Source: an optimization exercise on an open RTL-to-GDS flow (aim: small area and a short achievable clock period). Production flows keep margins and buffers that such runs may drop. No functional check of the RTL was part of this run. Power figures rest on the tool's default switching activity, not on a simulated workload.

==> design.v <==
`default_nettype none
package viterbi_code_pkg;
   localparam int STATE_W    = 3;
   localparam int NUM_STATES = 8;
   localparam logic [3:0] GEN0 = 4'b1111;
   localparam logic [3:0] GEN1 = 4'b1101;
   typedef logic [1:0]            symbol_t;     
   typedef logic [1:0]            bm_t;         
   typedef logic [STATE_W-1:0]    state_t;      
   typedef logic [NUM_STATES-1:0] decision_t;   
   function automatic symbol_t code_symbol(input logic b, input state_t s);
      logic [3:0] sr;
      sr = {b, s};
      code_symbol = {^(sr & GEN0), ^(sr & GEN1)};
   endfunction
   function automatic bm_t hamming(input symbol_t a, input symbol_t b);
      symbol_t diff;
      diff = a ^ b;
      hamming = bm_t'(diff[1]) + bm_t'(diff[0]);
   endfunction
endpackage
`default_nettype wire
`default_nettype none
package viterbi_mem_pkg;
   localparam int NUM_BANKS = 4;
   typedef logic [$clog2(NUM_BANKS)-1:0] bank_idx_t;
   localparam bank_idx_t TRAIN_OFS  = 2'd3;   
   localparam bank_idx_t DECODE_OFS = 2'd1;   
   typedef enum logic [1:0] {
      TB_IDLE,
      TB_TRAIN,
      TB_DECODE
   } tb_phase_e;
endpackage
`default_nettype wire
`timescale 1ns/1ps
`default_nettype none
module branch_metric (
   input  wire                                 clk,
   input  wire                                 rst,
   input  wire                                 enable_i,
   input  wire  viterbi_code_pkg::symbol_t     symbol_i,
   output viterbi_code_pkg::bm_t [viterbi_code_pkg::NUM_STATES-1:0] bm0_o,
   output viterbi_code_pkg::bm_t [viterbi_code_pkg::NUM_STATES-1:0] bm1_o,
   output logic                                bm_valid_o
);
   localparam int NS = viterbi_code_pkg::NUM_STATES;
   viterbi_code_pkg::bm_t [NS-1:0] bm0_d;
   viterbi_code_pkg::bm_t [NS-1:0] bm1_d;
   always_comb begin
      viterbi_code_pkg::state_t s;
      for (int i = 0; i < NS; i++) begin
         s        = viterbi_code_pkg::state_t'(i);
         bm0_d[i] = viterbi_code_pkg::hamming(viterbi_code_pkg::code_symbol(1'b0, s),
                                              symbol_i);
         bm1_d[i] = viterbi_code_pkg::hamming(viterbi_code_pkg::code_symbol(1'b1, s),
                                              symbol_i);
      end
   end
   always_ff @(posedge clk) begin
      bm0_o <= bm0_d;
      bm1_o <= bm1_d;
   end
   always_ff @(posedge clk or negedge rst) begin
      if (!rst)
         bm_valid_o <= 1'b0;
      else
         bm_valid_o <= enable_i;   
   end
endmodule
`default_nettype wire
`timescale 1ns/1ps
`default_nettype none
module acs_array #(
   parameter int PM_W = 8
) (
   input  wire                                 clk,
   input  wire                                 rst,
   input  wire                                 enable_i,
   input  wire  viterbi_code_pkg::bm_t [viterbi_code_pkg::NUM_STATES-1:0] bm0_i,
   input  wire  viterbi_code_pkg::bm_t [viterbi_code_pkg::NUM_STATES-1:0] bm1_i,
   input  wire                                 bm_valid_i,
   output viterbi_code_pkg::decision_t         dec_o,
   output logic                                dec_valid_o
);
   localparam int NS = viterbi_code_pkg::NUM_STATES;
   logic [PM_W-1:0]             pm_q [NS];   
   logic [PM_W-1:0]             pm_d [NS];
   logic [NS-1:0]               valid_q;     
   logic [NS-1:0]               valid_d;
   logic [NS-1:0]               msb;
   logic                        norm;
   viterbi_code_pkg::decision_t dec_d;
   always_comb begin
      for (int n = 0; n < NS; n++)
         msb[n] = pm_q[n][PM_W-1];
   end
   assign norm = &msb;   
   always_comb begin
      viterbi_code_pkg::state_t s;
      viterbi_code_pkg::state_t p0;
      viterbi_code_pkg::state_t p1;
      logic [PM_W-1:0]          base0;
      logic [PM_W-1:0]          base1;
      logic [PM_W-1:0]          sum0;
      logic [PM_W-1:0]          sum1;
      logic                     sel;
      for (int n = 0; n < NS; n++) begin
         s  = viterbi_code_pkg::state_t'(n);
         p0 = {s[1:0], 1'b0};
         p1 = {s[1:0], 1'b1};
         base0 = norm ? {1'b0, pm_q[p0][PM_W-2:0]} : pm_q[p0];
         base1 = norm ? {1'b0, pm_q[p1][PM_W-2:0]} : pm_q[p1];
         sum0 = base0 + PM_W'(s[2] ? bm1_i[p0] : bm0_i[p0]);
         sum1 = base1 + PM_W'(s[2] ? bm1_i[p1] : bm0_i[p1]);
         sel = valid_q[p1] && (!valid_q[p0] || (sum1 < sum0));
         dec_d[n]   = sel;
         pm_d[n]    = sel ? sum1 : sum0;
         valid_d[n] = valid_q[p0] | valid_q[p1];
      end
   end
   always_ff @(posedge clk or negedge rst) begin
      if (!rst) begin
         valid_q     <= NS'(1);   
         for (int n = 0; n < NS; n++)
            pm_q[n] <= '0;
         dec_valid_o <= 1'b0;
      end else if (!enable_i) begin
         valid_q     <= NS'(1);
         for (int n = 0; n < NS; n++)
            pm_q[n] <= '0;
         dec_valid_o <= 1'b0;
      end else begin
         dec_valid_o <= bm_valid_i;
         if (bm_valid_i) begin
            valid_q <= valid_d;
            for (int n = 0; n < NS; n++)
               pm_q[n] <= pm_d[n];
         end
      end
   end
   always_ff @(posedge clk) begin
      if (bm_valid_i)
         dec_o <= dec_d;
   end
endmodule
`default_nettype wire
`timescale 1ns/1ps
`default_nettype none
module survivor_mem #(
   parameter int TB_LEN = 16
) (
   input  wire                                 clk,
   input  wire                                 rst,
   input  wire                                 enable_i,
   input  wire  viterbi_code_pkg::decision_t   dec_i,
   input  wire                                 dec_valid_i,
   output logic                                start0_o,
   output logic                                start1_o,
   output viterbi_code_pkg::decision_t         word0_o,
   output viterbi_code_pkg::decision_t         word1_o,
   output logic                                word_valid0_o,
   output logic                                word_valid1_o
);
   localparam int CNT_W = $clog2(TB_LEN);
   localparam int NB    = viterbi_mem_pkg::NUM_BANKS;
   viterbi_code_pkg::decision_t bank_q [NB][TB_LEN];
   logic [CNT_W-1:0]           wr_cnt;       
   logic [CNT_W-1:0]           rd_cnt;       
   viterbi_mem_pkg::bank_idx_t wr_bank;
   viterbi_mem_pkg::bank_idx_t trn_bank;
   viterbi_mem_pkg::bank_idx_t dec_bank;
   logic                       blk_end;
   logic                       first_done;   
   logic                       start;
   logic                       turn;         
   logic                       have_train;
   logic                       have_dec;
   assign blk_end  = dec_valid_i && (wr_cnt == CNT_W'(TB_LEN - 1));
   assign start    = blk_end && first_done;
   assign trn_bank = wr_bank + viterbi_mem_pkg::TRAIN_OFS;
   assign dec_bank = wr_bank + viterbi_mem_pkg::DECODE_OFS;
   always_ff @(posedge clk) begin
      if (dec_valid_i)
         bank_q[wr_bank][wr_cnt] <= dec_i;
   end
   always_ff @(posedge clk or negedge rst) begin
      if (!rst) begin
         wr_cnt     <= '0;
         rd_cnt     <= CNT_W'(TB_LEN - 1);
         wr_bank    <= '0;
         first_done <= 1'b0;
         turn       <= 1'b0;
         have_train <= 1'b0;
         have_dec   <= 1'b0;
      end else if (!enable_i) begin
         wr_cnt     <= '0;
         rd_cnt     <= CNT_W'(TB_LEN - 1);
         wr_bank    <= '0;
         first_done <= 1'b0;
         turn       <= 1'b0;
         have_train <= 1'b0;
         have_dec   <= 1'b0;
      end else begin
         if (dec_valid_i) begin
            wr_cnt <= wr_cnt + 1'b1;
            rd_cnt <= rd_cnt - 1'b1;
         end
         if (blk_end) begin
            wr_bank    <= wr_bank + 1'b1;
            first_done <= 1'b1;
         end
         if (start) begin
            turn       <= ~turn;
            have_train <= 1'b1;
            have_dec   <= have_train;   
         end
      end
   end
   always_ff @(posedge clk or negedge rst) begin
      if (!rst) begin
         start0_o      <= 1'b0;
         start1_o      <= 1'b0;
         word_valid0_o <= 1'b0;
         word_valid1_o <= 1'b0;
      end else if (!enable_i) begin
         start0_o      <= 1'b0;
         start1_o      <= 1'b0;
         word_valid0_o <= 1'b0;
         word_valid1_o <= 1'b0;
      end else begin
         start0_o      <= start && !turn;
         start1_o      <= start && turn;
         word_valid0_o <= dec_valid_i && (turn ? have_train : have_dec);
         word_valid1_o <= dec_valid_i && (turn ? have_dec : have_train);
      end
   end
   always_ff @(posedge clk) begin
      word0_o <= turn ? bank_q[trn_bank][rd_cnt] : bank_q[dec_bank][rd_cnt];
      word1_o <= turn ? bank_q[dec_bank][rd_cnt] : bank_q[trn_bank][rd_cnt];
   end
endmodule
`default_nettype wire
`timescale 1ns/1ps
`default_nettype none
module traceback_unit #(
   parameter int TB_LEN = 16
) (
   input  wire                                 clk,
   input  wire                                 rst,
   input  wire                                 enable_i,
   input  wire                                 start_i,
   input  wire  viterbi_code_pkg::decision_t   word_i,
   input  wire                                 word_valid_i,
   output logic                                bit_o,
   output logic                                bit_valid_o
);
   localparam int CNT_W = $clog2(TB_LEN);
   viterbi_mem_pkg::tb_phase_e phase_q;
   viterbi_code_pkg::state_t   state_q;   
   logic [CNT_W-1:0]           cnt_q;     
   logic                       step;
   logic                       last;
   assign step = word_valid_i && (phase_q != viterbi_mem_pkg::TB_IDLE);
   assign last = (cnt_q == CNT_W'(TB_LEN - 1));
   always_ff @(posedge clk or negedge rst) begin
      if (!rst) begin
         phase_q     <= viterbi_mem_pkg::TB_IDLE;
         state_q     <= '0;
         cnt_q       <= '0;
         bit_valid_o <= 1'b0;
      end else if (!enable_i) begin
         phase_q     <= viterbi_mem_pkg::TB_IDLE;
         state_q     <= '0;
         cnt_q       <= '0;
         bit_valid_o <= 1'b0;
      end else begin
         bit_valid_o <= word_valid_i && (phase_q == viterbi_mem_pkg::TB_DECODE);
         if (start_i) begin
            phase_q <= viterbi_mem_pkg::TB_TRAIN;
            state_q <= '0;   
            cnt_q   <= '0;
         end else if (step) begin
            state_q <= {state_q[1:0], word_i[state_q]};   
            cnt_q   <= cnt_q + 1'b1;
            if (last) begin
               if (phase_q == viterbi_mem_pkg::TB_TRAIN)
                  phase_q <= viterbi_mem_pkg::TB_DECODE;
               else
                  phase_q <= viterbi_mem_pkg::TB_IDLE;
            end
         end
      end
   end
   always_ff @(posedge clk) begin
      if (word_valid_i)
         bit_o <= state_q[2];
   end
endmodule
`default_nettype wire
`timescale 1ns/1ps
`default_nettype none
module output_reorder #(
   parameter int TB_LEN = 16
) (
   input  wire  clk,
   input  wire  rst,
   input  wire  enable_i,
   input  wire  bit0_i,
   input  wire  bit_valid0_i,
   input  wire  bit1_i,
   input  wire  bit_valid1_i,
   output logic d_out_o,
   output logic d_valid_o
);
   localparam int CNT_W = $clog2(TB_LEN);
   logic [TB_LEN-1:0] half_q [2];   
   logic              fill_half;    
   logic [CNT_W-1:0]  wr_addr;      
   logic [CNT_W-1:0]  rd_addr;      
   logic              rd_active;
   logic              in_bit;
   logic              in_vld;
   logic              half_done;
   assign in_vld    = bit_valid0_i | bit_valid1_i;
   assign in_bit    = bit_valid0_i ? bit0_i : bit1_i;
   assign half_done = in_vld && (wr_addr == '0);
   always_ff @(posedge clk) begin
      if (in_vld)
         half_q[fill_half][wr_addr] <= in_bit;
   end
   always_ff @(posedge clk or negedge rst) begin
      if (!rst) begin
         fill_half <= 1'b0;
         wr_addr   <= CNT_W'(TB_LEN - 1);
         rd_addr   <= '0;
         rd_active <= 1'b0;
      end else if (!enable_i) begin
         fill_half <= 1'b0;
         wr_addr   <= CNT_W'(TB_LEN - 1);
         rd_addr   <= '0;
         rd_active <= 1'b0;
      end else begin
         if (in_vld)
            wr_addr <= wr_addr - 1'b1;
         if (half_done) begin
            fill_half <= ~fill_half;   
            rd_addr   <= '0;
            rd_active <= 1'b1;
         end else if (rd_active) begin
            rd_addr <= rd_addr + 1'b1;
            if (rd_addr == CNT_W'(TB_LEN - 1))
               rd_active <= 1'b0;      
         end
      end
   end
   assign d_out_o   = half_q[~fill_half][rd_addr];
   assign d_valid_o = rd_active;
endmodule
`default_nettype wire
`timescale 1ns/1ps
`default_nettype none
module viterbi_decoder #(
   parameter int TB_LEN = 16,
   parameter int PM_W   = 8
) (
   input  wire                             clk,
   input  wire                             rst,
   input  wire                             enable_i,
   input  wire  viterbi_code_pkg::symbol_t symbol_i,
   output logic                            d_out_o,
   output logic                            d_valid_o
);
   localparam int NS = viterbi_code_pkg::NUM_STATES;
   viterbi_code_pkg::bm_t [NS-1:0] bm0;
   viterbi_code_pkg::bm_t [NS-1:0] bm1;
   logic                           bm_valid;
   viterbi_code_pkg::decision_t    dec;
   logic                           dec_valid;
   logic                           start0;
   logic                           start1;
   viterbi_code_pkg::decision_t    word0;
   viterbi_code_pkg::decision_t    word1;
   logic                           word_valid0;
   logic                           word_valid1;
   logic                           bit0;
   logic                           bit1;
   logic                           bit_valid0;
   logic                           bit_valid1;
   branch_metric u_bm (
      .clk        (clk),
      .rst        (rst),
      .enable_i   (enable_i),
      .symbol_i   (symbol_i),
      .bm0_o      (bm0),
      .bm1_o      (bm1),
      .bm_valid_o (bm_valid)
   );
   acs_array #(.PM_W(PM_W)) u_acs (
      .clk         (clk),
      .rst         (rst),
      .enable_i    (enable_i),
      .bm0_i       (bm0),
      .bm1_i       (bm1),
      .bm_valid_i  (bm_valid),
      .dec_o       (dec),
      .dec_valid_o (dec_valid)
   );
   survivor_mem #(.TB_LEN(TB_LEN)) u_smem (
      .clk           (clk),
      .rst           (rst),
      .enable_i      (enable_i),
      .dec_i         (dec),
      .dec_valid_i   (dec_valid),
      .start0_o      (start0),
      .start1_o      (start1),
      .word0_o       (word0),
      .word1_o       (word1),
      .word_valid0_o (word_valid0),
      .word_valid1_o (word_valid1)
   );
   traceback_unit #(.TB_LEN(TB_LEN)) u_tbu_0 (
      .clk          (clk),
      .rst          (rst),
      .enable_i     (enable_i),
      .start_i      (start0),
      .word_i       (word0),
      .word_valid_i (word_valid0),
      .bit_o        (bit0),
      .bit_valid_o  (bit_valid0)
   );
   traceback_unit #(.TB_LEN(TB_LEN)) u_tbu_1 (
      .clk          (clk),
      .rst          (rst),
      .enable_i     (enable_i),
      .start_i      (start1),
      .word_i       (word1),
      .word_valid_i (word_valid1),
      .bit_o        (bit1),
      .bit_valid_o  (bit_valid1)
   );
   output_reorder #(.TB_LEN(TB_LEN)) u_reorder (
      .clk          (clk),
      .rst          (rst),
      .enable_i     (enable_i),
      .bit0_i       (bit0),
      .bit_valid0_i (bit_valid0),
      .bit1_i       (bit1),
      .bit_valid1_i (bit_valid1),
      .d_out_o      (d_out_o),
      .d_valid_o    (d_valid_o)
   );
endmodule
`default_nettype wire
==> run.sh <==
#!/bin/bash
# synth_recipe.tcl (not shown) runs the flow's synth.tcl, then flattens the netlist and writes it again
# the make line also repeats each setting of config.mk as NAME=value (left out here)
make -C /OpenROAD-flow-scripts/flow DESIGN_CONFIG=/design/flow/config.mk WORK_HOME=/design/flow/orfs CLKGATE_MAP_FILE= SYNTH_SCRIPT=/design/flow/synth_recipe.tcl finish
==> config.mk <==
export PLATFORM = sky130hd
export DESIGN_NAME = viterbi_decoder
export DESIGN_NICKNAME = viterbi_decoder
export VERILOG_FILES = /design/flow/design.v
export SDC_FILE = /design/flow/constraint.sdc
export NUM_CORES = 4
export LEC_CHECK = 0
export CAP_MARGIN = 20
export CORE_MARGIN = 2
export CORE_UTILIZATION = 40
export SLEW_MARGIN = 20
==> constraint.sdc <==
create_clock -name core_clock -period 5.0 [get_ports {clk}]
set_input_delay 1.0000 -clock core_clock [delete_from_list [all_inputs] [get_ports {clk}]]
set_output_delay 1.0000 -clock core_clock [all_outputs]
set_load 0.01 [all_outputs]
==> impl_results.md <==
- ANT nets after route: 0
- Cell count after synthesis: 2,217
- Most frequent cells in the layout: 554 x edfxtp_1, 136 x mux2i_1, 126 x nor2_1
- Worst-Skew Late Latency: 0.62 ns
- Period utilisation layout: 85.2%
- Sequential share of the synthesized area: 62.8%
- Min Hold Slack: about 0.36 ns
- Netlist cell types: 70
- Synth warn: 7
- Startpoint Class: flop
- Most common cell after layout, fill and taps aside: edfxtp_1
- Most common cell on crit path: mux4_2
- Post-Route WL: 75,000 um
- Root Buffer: clkbuf_16
- Gpl congestion: 0.868
- DIE AREA: approximately 82,000 um^2
- Levels on crit path: 4
- Rows: about 100
- Number of global-route vias before repair: around 19,000
- # IOs: 7
- PortBufs: 6
- Wirelength per Cell: about 23 um
- Hold Fails Final Rpt: 0
- Total grt overflow: 0
- # setup viols final: 0
- Post-CTS Setup Inserts: 0
- CP max stage cell: dfrtp_1
- Data required, critical path: ~4 ns
- HPWL Detailed: ~48,000 um
- Total GRT Usage: a little under a fifth
- First-pass GRT wire length: around 120,000 um
- Pin count of the biggest net entering global routing: 79
- Top delay family on crit path: multiplexers
- CTS tree: yes
- P per Cell Area: about 370 nW/um^2
- Endpoint class of the critical path: output port
- Ys flop type: edfxtp_1
- Worst hold path type: primary input to async pin
- Area growth, synth to finish: 10.6%
- Worst Reg-to-Reg Cells: 10
- Mapped Nets: between 2,000 and 2,500
- Least-Margin Pin Slew: 1.06 ns
- CTS resizes: 0
- Pre-antenna DRT Iters: 6
- Status: finished clean
- Reg area: between 20,000 and 25,000 um^2
- Layout cell share with drive strength beyond 1: around an eighth
- DR vias: approximately 19,000
- CP bufs+invs: 1
- Async set-reset flop share out of synthesis: 17.0%
- VDD IR max: 225 uV
- Unrepaired setup endpoints after global routing: no
- Yosys reg bits: approximately 690
- Avg Synthesized Cell Area: between 10 and 15 um^2
- Skew final: 0.0219 ns
- Lkg Pwr: ~13 nW
- Reg-to-Reg Start: u_bm.bm0_o[11]
- Clock slew at reported path FFs: 0.06 ns
- CTS Buffer Depth: 3
- Initial antenna violation count: 0
- Remaining DRCs: 0
- Final TNS setup: 0 ns
- Htree depth: 3
- Slew margin rel.: between 20% and 30%
- DR vias/cell: approximately 5.7
- Multi-input gate area: 11,200 um^2
- Cell Area, Synth: between 30,000 and 40,000 um^2
- Slew Limit Fails: 0
- Hold_buf cts: 0
- CTS Buf Count: 75
- Crit path DAT: ~3.3 ns
- Achievable Freq: approximately 0.23 GHz
- CP peak stage delay: just over 0.8 ns
- # fillers: 6,935
- Crit Path Max Fanout: 19
- Post-layout net count: 2,317
- Post-synth EDFFs: between 500 and 600
- Core Region: 79,000 um^2
- Critical Path Start: u_reorder.fill_half
- Die H: between 200 and 300 um
- Crit path cell chain: mux4_2, mux4_2, mux2_2, clkdlybuf4s50_1
- Initial drt markers: ~1,800
- Max Cap Violations: 0
- Die Wd: 286 um
- CTS sink cnt: ~700
- Crit path kind: flop to output port
- Min Tclk post-route: between 4 and 5 ns
- Initial core utilization: 40.4%
==> stage by stage <==
stage	std cells	utilization (%)	area, um^2	power, mW	setup slack (ns)
finish	3308	44.7	35300	12.9	0.739
global route	3307	44.7	35300	13.4	0.550
CTS	3306	44.7	35300	13.0	0.670
detailed placement	3170	41.7	33000	7.75	1.33
global placement	3170	41.7	33000	7.71	1.33
floorplan	2217	-	31900	7.38	2.07
==> worst paths after layout <==
path | end | slack [ns]
worst max register to register | u_acs.pm_q[0][5] | 1.44
min in group core_clock | u_smem.first_done | 0.49
max in group asynchronous | u_bm.bm_valid_o | 3.64
worst max-delay path | d_out_o | 0.74
worst min-delay path | u_reorder.rd_addr[2] | 0.36
worst min register to register | u_smem.first_done | 0.49
==> Yosys cell counts (all sizes together), types with 4 or more instances <==
cell type  number  area [um^2]
a211o           6         52.6
a21boi         34          255
a21o           16          120
a21oi          37          185
a22oi          96          726
a31oi          20          125
and2           35          219
and3           25          156
and4           10         87.6
buf            40          241
clkbuf         89          335
dfrtp         109         2730
dfstp           9          236
dfxtp          22          440
edfxtp        554        16600
fa             16          320
ha             98         1230
inv            23         86.3
mux2           19          214
mux2i         136         1360
mux4           78         1760
nand2         124          465
nand2b          9         63.8
nand3         101          505
nand4          42          263
nor2          128          480
nor2b          17          106
nor3           39          205
o211a           4         40.0
o211ai          8         65.1
o21a            6         45.0
o21ai          60          300
o32ai          46          403
or2             4         25.0
or3             5         31.3
xnor2          66          578
xor2           50          438
==> cells by family after synthesis <==
family | after synthesis | synth area share [%]
and+or+nand+nor | 552 | 8.50
muxes | 233 | 10.4
AOI/OAI and AO/OA | 355 | 8.14
DFF | 694 | 62.8
adders and majority gates | 114 | 4.85
xor gates and xnor gates | 116 | 3.18
buffers and inverters | 153 | 2.09
==> worst reg2reg max path: cells and delay by family (launching register included) <==
family | cells | cell delay (ns)
XOR/XNOR | 1 | 0.18
flip-flops | 1 | 0.69
adder cells (fa/ha/maj) | 2 | 0.61
AO/OA/AOI/OAI | 5 | 1.45
AND/OR/NAND/NOR | 2 | 0.51
==> area by class of cell <==
cell class,instances,area share [%]
inverter,24,0.255
clock inverter,36,0.822
timing repair buffer,33,0.794
clock buffer,100,5.78
multi-input combinational,1370,31.8
antenna,1,0.00709
sequential,694,56.8
tap,1050,3.72
==> power breakdown <==
group          switching [mW]  internal [mW]
Sequential              0.142           6.37
Clock                    2.23           3.04
Combinational           0.707          0.422
==> per-layer routing <==
metal  vias to the layer above  share of wire [%]  GRT usage, %
met1                      9615                 44          25.4
li1                       8555                  -             -
met2                       572                 48          30.0
met3                       134                5.0          2.70
met5                         -                  0             0
met4                         0                2.6          5.13
==> sequential cells by signal, indices dropped and copies added (netlist names), 3 cells and up <==
register / cells
u_acs.dec_o: 8
u_acs.pm_q: 64
u_acs.valid_q: 4
u_bm.bm0_o: 6
u_reorder.half_q: 32
u_reorder.rd_addr: 4
u_reorder.wr_addr: 4
u_smem.bank_q: 512
u_smem.rd_cnt: 4
u_smem.word0_o: 8
u_smem.word1_o: 8
u_smem.wr_cnt: 4
u_tbu_0.cnt_q: 4
u_tbu_0.state_q: 3
u_tbu_1.cnt_q: 4
u_tbu_1.state_q: 3

[re-timing with driven ports]
No port has a modelled driver above. Below, the same layout with a new extraction and two added sets of constraints. Step 1: set_driving_cell puts a clkbuf_16 on clk and a buf_2 on each other input, an assumption about the parent block. Step 2 moves the port delays by t, midway between the first and last clock arrival at a register: inputs arrive t later, outputs are due t later. That takes back most of the time a late clock gives input paths. Slacks: no drivers / after step 1 / after step 2; pairs: no drivers / after step 1.
shift t [ns]: 0.667
slack for setup (ns): 0.739 / 0.677 / 1.343
pins driven straight from the clock port: 1
After both steps this run still meets setup and hold. For this run, drivers alone change the setup slack by -0.062 ns; drivers and shift together by +0.604 ns.
